This is an optimization exercise on Yosys and OpenROAD, whose aim is small area, a short achievable clock period and few clock cycles per item, not a production implementation.
In this exercise RTL edits were held to simulation tests only and were not proved equivalent to the original.

==> job 8259: inputs <==
==> flow/design.v (excerpt) <==
module mst_k_clustering_distance
#(
  parameter int unsigned MAX_POINTS = 32,
  parameter int unsigned COORD_BITS = 16
) (
  input  logic                 clk_i,
  input  logic                 rst_ni,
  input  logic                 in_valid_i,
  output logic                 in_ready_o,
  input  logic [mkc_pkg::XW-1:0]        point_x_i,
  input  logic [mkc_pkg::XW-1:0]        point_y_i,
  input  logic                 last_point_i,
  output logic                 out_valid_o,
  input  logic                 out_ready_i,
  output logic [mkc_pkg::SQ_OUT_W-1:0]  squared_spacing_o,
  output logic [mkc_pkg::FIX_OUT_W-1:0] spacing_fixed_o,
  output logic                 bad_count_o,
  input  logic                 cfg_we_i,
  input  logic [mkc_pkg::KW-1:0]        cfg_data_i
);
clock: 8.0 ns
lec_check: 0
abc_clock_period_in_ps: 3800
cap_margin: 20
core_margin: 2
core_utilization: 40
setup_slack_margin: 4.0
slew_margin: 20
run.sh (not shown) runs the stock make flow with config.mk's settings and CLKGATE_MAP_FILE= SYNTH_SCRIPT=/design/flow/synth_recipe.tcl, a recipe that flattens the netlist after the stock synthesis.
==> job 7908: changes against job 8259 <==
--- a/flow/design.v
+++ b/flow/design.v
@@ -1525,11 +1525,11 @@
   localparam int unsigned CW   = 6;                
   localparam int unsigned LW   = (NL > 1) ? $clog2(NL) : 1;
   localparam logic [KEYW-1:0] INF = '1;
   typedef enum logic [3:0] {
     ST_LOAD, ST_ISSUE, ST_W0, ST_W1, ST_W2, ST_WB1, ST_WB2, ST_SHIFT, ST_RES,
-    ST_FIN1, ST_FIN2, ST_SELR
+    ST_FIN1, ST_FIN2
   } state_e;
   localparam int unsigned TK = 7;
   state_e          state_q;
   logic [KW-1:0]   k_q;
   logic [CW-1:0]   cnt_q;           
@@ -1541,15 +1541,15 @@
   logic            round0_q;        
   logic            selm_q;          
   logic            dirmax_q;        
   logic [CW-1:0]   left_q;          
   logic [XW-1:0]   nx_q, ny_q;
-  logic            np_ld_q;         
   logic            best_v_q;
   logic [EW-1:0]   best_q;
   logic            wpend_q;
   logic            pk1_q, pk2_q, spend_q;    
+  logic [KEYW-1:0] wreg_q;
   logic [LW-1:0]   wlane_q;
   logic [CW-1:0]   sc_q;
   logic            res_bad_q;
   logic [KEYW-1:0] res_sq_q;
   logic            out_valid_q;
@@ -1558,10 +1558,11 @@
   logic [32:0]     out_root_q;
   logic [TK-1:0][KEYW-1:0] tk_q;
   logic [TK-1:0]           tkv_q;
   logic [TK-1:0]           tk_gt;
   logic                    tk_ins_q;
+  logic [KEYW-1:0]         tk_w_q;
   logic                    use_tk;
   logic [NL-1:0][CW-1:0] act_q, cl_q, rem_q, act_eff;
   logic [NL-1:0]         iss_q;           
   logic [NL-1:0]         in_lane_q;       
   logic [NL-1:0]         donor_d1_q;      
@@ -1582,23 +1583,19 @@
   logic [NL-1:0]           d_v;
   logic [NL-1:0][EW-1:0]   d_e;
   logic [NL-1:0][KEYW-1:0] d_dist;
   logic [NL-1:0]           d_lt;
   logic                    lanes_clear;
-  logic in_ready_q;
-  assign in_ready_o = in_ready_q;
+  assign in_ready_o = (state_q == ST_LOAD) && !in_last_q;
   assign in_fire    = in_valid_i && in_ready_o;
   assign ld_issue   = |in_lane_q;
   always_ff @(posedge clk_i or negedge rst_ni) begin
     if (!rst_ni) begin
       k_q       <= mkc_pkg::K_RESET;
       in_v_q    <= 1'b0;
       in_last_q <= 1'b0;
-      in_ready_q <= 1'b1;
     end else begin
-      if (lanes_clear) in_ready_q <= 1'b1;
-      else if (in_fire && last_point_i) in_ready_q <= 1'b0;
       if (cfg_we_i) k_q <= cfg_data_i;
       in_v_q <= in_fire && (cnt_q != CW'(MAX_POINTS));
       if (in_fire) in_last_q <= last_point_i;
       else if (state_q != ST_LOAD) in_last_q <= 1'b0;
     end
@@ -1662,11 +1659,11 @@
       ret_ld[l] = d_v[l] && (!win[l+1] || best_v_q);
       ret_w[l]  = 1'b0;
       if (wpend_q && (donor_idx == LW'(l))) begin
         ret_ld[l] = 1'b1;
         ret_w[l]  = 1'b1;
-        ret_d[l]  = {{(EW-KEYW){1'b0}}, dirmax_q ? ~best_q[KEYW-1:0] : best_q[KEYW-1:0]};
+        ret_d[l]  = {{(EW-KEYW){1'b0}}, wreg_q};
       end
     end
   end
   assign n_pts   = cnt_q;
   assign c_pts   = cnt_q - CW'(1);
@@ -1786,11 +1783,10 @@
       selm_q    <= 1'b0;
       dirmax_q  <= 1'b0;
       left_q    <= '0;
       best_v_q  <= 1'b0;
       wpend_q   <= 1'b0;
-      np_ld_q   <= 1'b0;
       pk1_q     <= 1'b0;
       pk2_q     <= 1'b0;
       spend_q   <= 1'b0;
       wlane_q   <= '0;
       donor_q   <= '0;
@@ -1806,11 +1802,10 @@
       cat_q     <= 2'd0;
       fwd_q     <= 1'b0;
       kset_q    <= '0;
     end else begin
       wpend_q <= 1'b0;
-      np_ld_q <= going_on;
       pk1_q   <= 1'b0;
       pk2_q   <= pk1_q;
       spend_q <= pk2_q;
       donor_q <= donor_idx;
       if (anyv) best_v_q <= 1'b1;
@@ -1912,14 +1907,13 @@
           end else if (!selm_q && use_tk) begin
             state_q <= ST_FIN1;
           end else if (!selm_q) begin
             state_q <= ST_WB1;
           end else begin
-            state_q <= ST_SELR;
+            state_q <= ST_RES;
           end
         end
-        ST_SELR:  state_q <= ST_RES;
         ST_FIN1:  state_q <= ST_FIN2;
         ST_FIN2:  state_q <= ST_RES;
         ST_WB1:   state_q <= ST_WB2;
         ST_WB2: begin
           state_q <= ST_SHIFT;
@@ -1962,16 +1956,21 @@
   end
   always_ff @(posedge clk_i) begin
     if (state_q == ST_LOAD && in_v_q && !root_q) begin
       nx_q <= in_x_q;
       ny_q <= in_y_q;
-    end else if (np_ld_q) begin
-      nx_q <= best_q[EW-1 -: XW];
-      ny_q <= best_q[EW-XW-1 -: XW];
+    end else if (round_end) begin
+      nx_q <= best_next[EW-1 -: XW];
+      ny_q <= best_next[EW-XW-1 -: XW];
     end
     if (anyv) best_q <= best_next;
-    if (state_q == ST_SELR) res_sq_q <= dirmax_q ? ~best_q[KEYW-1:0] : best_q[KEYW-1:0];
+    if (round_end) begin
+      wreg_q <= (round0_q ? dmax_q : dirmax_q) ? ~best_next[KEYW-1:0] : best_next[KEYW-1:0];
+    end
+    if (round_end && selm_q) begin
+      res_sq_q <= dirmax_q ? ~best_next[KEYW-1:0] : best_next[KEYW-1:0];
+    end
     if (state_q == ST_FIN2 || pk2_q) res_sq_q <= tk_pick;
     if (round_end && round0_q && bad_now) res_sq_q <= '0;
     if (round_end) res_bad_q <= round0_q && bad_now;
   end
   logic        sqrt_idle, sqrt_full, sqrt_take, out_free;
@@ -1983,11 +1982,11 @@
   assign sqrt_start  = res_go || spend_q;
   logic [KEYW-1:0] tk_pick;    
   always_comb begin
     tk_pick = '0;
     for (int i = 0; i < TK; i++) begin
-      tk_gt[i] = tkv_q[i] && (tk_q[i] > best_q[KEYW-1:0]);
+      tk_gt[i] = tkv_q[i] && (tk_q[i] > tk_w_q);
       if (tksel_q[i]) tk_pick = tk_q[i];
     end
   end
   always_ff @(posedge clk_i or negedge rst_ni) begin
     if (!rst_ni) begin
@@ -1998,13 +1997,14 @@
       if (res_go || pk2_q) tkv_q <= '0;
       else if (tk_ins_q) tkv_q <= {tkv_q[TK-2:0], 1'b1};
     end
   end
   always_ff @(posedge clk_i) begin
+    tk_w_q <= best_next[KEYW-1:0];
     if (tk_ins_q) begin
       for (int i = 0; i < TK; i++) begin
-        if (!tk_gt[i]) tk_q[i] <= (i == 0 || tk_gt[(i + TK - 1) % TK]) ? best_q[KEYW-1:0] : tk_q[(i + TK - 1) % TK];
+        if (!tk_gt[i]) tk_q[i] <= (i == 0 || tk_gt[(i + TK - 1) % TK]) ? tk_w_q : tk_q[(i + TK - 1) % TK];
       end
     end
   end
   for (genvar l = 0; l < NL; l++) begin : g_lane
     localparam int unsigned SL = (MAX_POINTS - 1 - l + NL - 1) / NL;
@@ -2018,12 +2018,12 @@
       .rst_ni      (rst_ni),
       .clear_i     (lanes_clear),
       .issue_i     (issue[l]),
       .src_in_i    (src_in[l]),
       .in_elem_i   ({in_x_q, in_y_q, INF}),
-      .nx_i        (np_ld_q ? best_q[EW-1 -: XW] : nx_q),
-      .ny_i        (np_ld_q ? best_q[EW-XW-1 -: XW] : ny_q),
+      .nx_i        (nx_q),
+      .ny_i        (ny_q),
       .fwd_i       (fwd_q && state_q == ST_W2),
       .csel_i      (win),
       .cand_i      (ce),
       .keep_key_i  (selm_q),
       .ret_ld_i    (ret_ld[l]),
==> job 9200: changes against job 8259 <==
--- a/flow/design.v
+++ b/flow/design.v
@@ -1525,11 +1525,11 @@
   localparam int unsigned CW   = 6;                
   localparam int unsigned LW   = (NL > 1) ? $clog2(NL) : 1;
   localparam logic [KEYW-1:0] INF = '1;
   typedef enum logic [3:0] {
     ST_LOAD, ST_ISSUE, ST_W0, ST_W1, ST_W2, ST_WB1, ST_WB2, ST_SHIFT, ST_RES,
-    ST_FIN1, ST_FIN2, ST_SELR
+    ST_FIN1, ST_FIN2
   } state_e;
   localparam int unsigned TK = 7;
   state_e          state_q;
   logic [KW-1:0]   k_q;
   logic [CW-1:0]   cnt_q;           
@@ -1541,15 +1541,15 @@
   logic            round0_q;        
   logic            selm_q;          
   logic            dirmax_q;        
   logic [CW-1:0]   left_q;          
   logic [XW-1:0]   nx_q, ny_q;
-  logic            np_ld_q;         
   logic            best_v_q;
   logic [EW-1:0]   best_q;
   logic            wpend_q;
   logic            pk1_q, pk2_q, spend_q;    
+  logic [KEYW-1:0] wreg_q;
   logic [LW-1:0]   wlane_q;
   logic [CW-1:0]   sc_q;
   logic            res_bad_q;
   logic [KEYW-1:0] res_sq_q;
   logic            out_valid_q;
@@ -1558,10 +1558,11 @@
   logic [32:0]     out_root_q;
   logic [TK-1:0][KEYW-1:0] tk_q;
   logic [TK-1:0]           tkv_q;
   logic [TK-1:0]           tk_gt;
   logic                    tk_ins_q;
+  logic [KEYW-1:0]         tk_w_q;
   logic                    use_tk;
   logic [NL-1:0][CW-1:0] act_q, cl_q, rem_q, act_eff;
   logic [NL-1:0]         iss_q;           
   logic [NL-1:0]         in_lane_q;       
   logic [NL-1:0]         donor_d1_q;      
@@ -1582,23 +1583,19 @@
   logic [NL-1:0]           d_v;
   logic [NL-1:0][EW-1:0]   d_e;
   logic [NL-1:0][KEYW-1:0] d_dist;
   logic [NL-1:0]           d_lt;
   logic                    lanes_clear;
-  logic in_ready_q;
-  assign in_ready_o = in_ready_q;
+  assign in_ready_o = (state_q == ST_LOAD) && !in_last_q;
   assign in_fire    = in_valid_i && in_ready_o;
   assign ld_issue   = |in_lane_q;
   always_ff @(posedge clk_i or negedge rst_ni) begin
     if (!rst_ni) begin
       k_q       <= mkc_pkg::K_RESET;
       in_v_q    <= 1'b0;
       in_last_q <= 1'b0;
-      in_ready_q <= 1'b1;
     end else begin
-      if (lanes_clear) in_ready_q <= 1'b1;
-      else if (in_fire && last_point_i) in_ready_q <= 1'b0;
       if (cfg_we_i) k_q <= cfg_data_i;
       in_v_q <= in_fire && (cnt_q != CW'(MAX_POINTS));
       if (in_fire) in_last_q <= last_point_i;
       else if (state_q != ST_LOAD) in_last_q <= 1'b0;
     end
@@ -1662,11 +1659,11 @@
       ret_ld[l] = d_v[l] && (!win[l+1] || best_v_q);
       ret_w[l]  = 1'b0;
       if (wpend_q && (donor_idx == LW'(l))) begin
         ret_ld[l] = 1'b1;
         ret_w[l]  = 1'b1;
-        ret_d[l]  = {{(EW-KEYW){1'b0}}, dirmax_q ? ~best_q[KEYW-1:0] : best_q[KEYW-1:0]};
+        ret_d[l]  = {{(EW-KEYW){1'b0}}, wreg_q};
       end
     end
   end
   assign n_pts   = cnt_q;
   assign c_pts   = cnt_q - CW'(1);
@@ -1786,11 +1783,10 @@
       selm_q    <= 1'b0;
       dirmax_q  <= 1'b0;
       left_q    <= '0;
       best_v_q  <= 1'b0;
       wpend_q   <= 1'b0;
-      np_ld_q   <= 1'b0;
       pk1_q     <= 1'b0;
       pk2_q     <= 1'b0;
       spend_q   <= 1'b0;
       wlane_q   <= '0;
       donor_q   <= '0;
@@ -1806,11 +1802,10 @@
       cat_q     <= 2'd0;
       fwd_q     <= 1'b0;
       kset_q    <= '0;
     end else begin
       wpend_q <= 1'b0;
-      np_ld_q <= going_on;
       pk1_q   <= 1'b0;
       pk2_q   <= pk1_q;
       spend_q <= pk2_q;
       donor_q <= donor_idx;
       if (anyv) best_v_q <= 1'b1;
@@ -1912,14 +1907,13 @@
           end else if (!selm_q && use_tk) begin
             state_q <= ST_FIN1;
           end else if (!selm_q) begin
             state_q <= ST_WB1;
           end else begin
-            state_q <= ST_SELR;
+            state_q <= ST_RES;
           end
         end
-        ST_SELR:  state_q <= ST_RES;
         ST_FIN1:  state_q <= ST_FIN2;
         ST_FIN2:  state_q <= ST_RES;
         ST_WB1:   state_q <= ST_WB2;
         ST_WB2: begin
           state_q <= ST_SHIFT;
@@ -1962,16 +1956,21 @@
   end
   always_ff @(posedge clk_i) begin
     if (state_q == ST_LOAD && in_v_q && !root_q) begin
       nx_q <= in_x_q;
       ny_q <= in_y_q;
-    end else if (np_ld_q) begin
-      nx_q <= best_q[EW-1 -: XW];
-      ny_q <= best_q[EW-XW-1 -: XW];
+    end else if (round_end) begin
+      nx_q <= best_next[EW-1 -: XW];
+      ny_q <= best_next[EW-XW-1 -: XW];
     end
     if (anyv) best_q <= best_next;
-    if (state_q == ST_SELR) res_sq_q <= dirmax_q ? ~best_q[KEYW-1:0] : best_q[KEYW-1:0];
+    if (round_end) begin
+      wreg_q <= (round0_q ? dmax_q : dirmax_q) ? ~best_next[KEYW-1:0] : best_next[KEYW-1:0];
+    end
+    if (round_end && selm_q) begin
+      res_sq_q <= dirmax_q ? ~best_next[KEYW-1:0] : best_next[KEYW-1:0];
+    end
     if (state_q == ST_FIN2 || pk2_q) res_sq_q <= tk_pick;
     if (round_end && round0_q && bad_now) res_sq_q <= '0;
     if (round_end) res_bad_q <= round0_q && bad_now;
   end
   logic        sqrt_idle, sqrt_full, sqrt_take, out_free;
@@ -1983,11 +1982,11 @@
   assign sqrt_start  = res_go || spend_q;
   logic [KEYW-1:0] tk_pick;    
   always_comb begin
     tk_pick = '0;
     for (int i = 0; i < TK; i++) begin
-      tk_gt[i] = tkv_q[i] && (tk_q[i] > best_q[KEYW-1:0]);
+      tk_gt[i] = tkv_q[i] && (tk_q[i] > tk_w_q);
       if (tksel_q[i]) tk_pick = tk_q[i];
     end
   end
   always_ff @(posedge clk_i or negedge rst_ni) begin
     if (!rst_ni) begin
@@ -1998,13 +1997,14 @@
       if (res_go || pk2_q) tkv_q <= '0;
       else if (tk_ins_q) tkv_q <= {tkv_q[TK-2:0], 1'b1};
     end
   end
   always_ff @(posedge clk_i) begin
+    tk_w_q <= best_next[KEYW-1:0];
     if (tk_ins_q) begin
       for (int i = 0; i < TK; i++) begin
-        if (!tk_gt[i]) tk_q[i] <= (i == 0 || tk_gt[(i + TK - 1) % TK]) ? best_q[KEYW-1:0] : tk_q[(i + TK - 1) % TK];
+        if (!tk_gt[i]) tk_q[i] <= (i == 0 || tk_gt[(i + TK - 1) % TK]) ? tk_w_q : tk_q[(i + TK - 1) % TK];
       end
     end
   end
   for (genvar l = 0; l < NL; l++) begin : g_lane
     localparam int unsigned SL = (MAX_POINTS - 1 - l + NL - 1) / NL;
@@ -2018,12 +2018,12 @@
       .rst_ni      (rst_ni),
       .clear_i     (lanes_clear),
       .issue_i     (issue[l]),
       .src_in_i    (src_in[l]),
       .in_elem_i   ({in_x_q, in_y_q, INF}),
-      .nx_i        (np_ld_q ? best_q[EW-1 -: XW] : nx_q),
-      .ny_i        (np_ld_q ? best_q[EW-XW-1 -: XW] : ny_q),
+      .nx_i        (nx_q),
+      .ny_i        (ny_q),
       .fwd_i       (fwd_q && state_q == ST_W2),
       .csel_i      (win),
       .cand_i      (ce),
       .keep_key_i  (selm_q),
       .ret_ld_i    (ret_ld[l]),
- CTS_BUF_LIST: unset -> sky130_fd_sc_hd__clkbuf_4 sky130_fd_sc_hd__clkbuf_8
- SETUP_SLACK_MARGIN: 4.0 -> 4.3
==> comparison table <==
item                                                                               job 7908                 job 9200                       job 8259
Outcome                                                             complete, no violations  complete, no violations        complete, no violations
Relative max-transition margin                                                        17.4%                    20.4%                          8.06%
Clock Sinks                                                                           3,745                    3,745                          3,681
H-Tree Level Count                                                                        5                        6                              5
Inserted Diodes                                                                          18                       20                              8
GR Layer Usage met1                                                                   31.3%                    32.4%                          29.8%
Wl on met1                                                                       255,000 µm               264,000 µm                     244,000 µm
Starting utilization of the core area                                                 40.1%                    40.1%                          40.1%
Post-synthesis adder-cell area fraction                                               12.8%                    12.8%                          13.0%
Placed Instances                                                                     21,800                   21,800                         21,500
Data arrival time of the critical path                                              4940 ps                  5280 ps                        5190 ps
End point of the worst hold path                              g_lane[1].u_lane.c_elem_q[43]                        -  g_lane[0].u_lane.b_elem_q[15]
Avg Synthesized Cell Area                                                          12.4 µm²                 12.4 µm²                       12.4 µm²
Utilization after layout                                                              45.8%                    47.4%                          46.1%
Maximum number of pins on one net before global-route repair                            135                      132                             88
Count of unique library cells instantiated by Yosys                                     114                      114                            110
Async S/R FF share, synth                                                             5.42%                    5.42%                          5.57%
Buffers and inverters on the worst path                                                   7                        6                              3
Area of the core region                                                         489,000 µm²              489,000 µm²                    482,000 µm²
Via count of the first global-routing pass                                          126,000                  130,000                        124,000
Testbench counts of job 8259, summed over its fixed seeds: cycles 37,022, sets 192.
Testbench counts of job 7908, summed over its fixed seeds: cycles 37,022, sets 192.
Testbench counts of job 9200, summed over its fixed seeds: cycles 37,022, sets 192.

-- what the ideal ports hide --
Ports are ideal in the flow. The routed layouts listed here were re-timed in OpenROAD. Step 1: set_driving_cell puts a clkbuf_16 on clk_i and a buf_2 on each other input, an assumption about the parent block. Step 2 moves the port delays by t, midway between the first and last clock arrival at a register: inputs arrive t later, outputs are due t later. That takes back most of the time a late clock gives input paths. Slacks: ideal ports / drivers / drivers and shift; pairs: ideal ports / drivers.
run | t (ns) | setup WS [ns] | worst data-port slew with drivers (ns)
job 8259 | 1.105 | 3.652 / 3.652 / 3.652 | 0.08
job 7908 | 1.103 | 3.967 / 3.967 / 3.967 | 0.08
job 9200 | 1.381 | 3.893 / 3.893 / 3.893 | 0.07
After both steps every run listed still meets setup and hold.
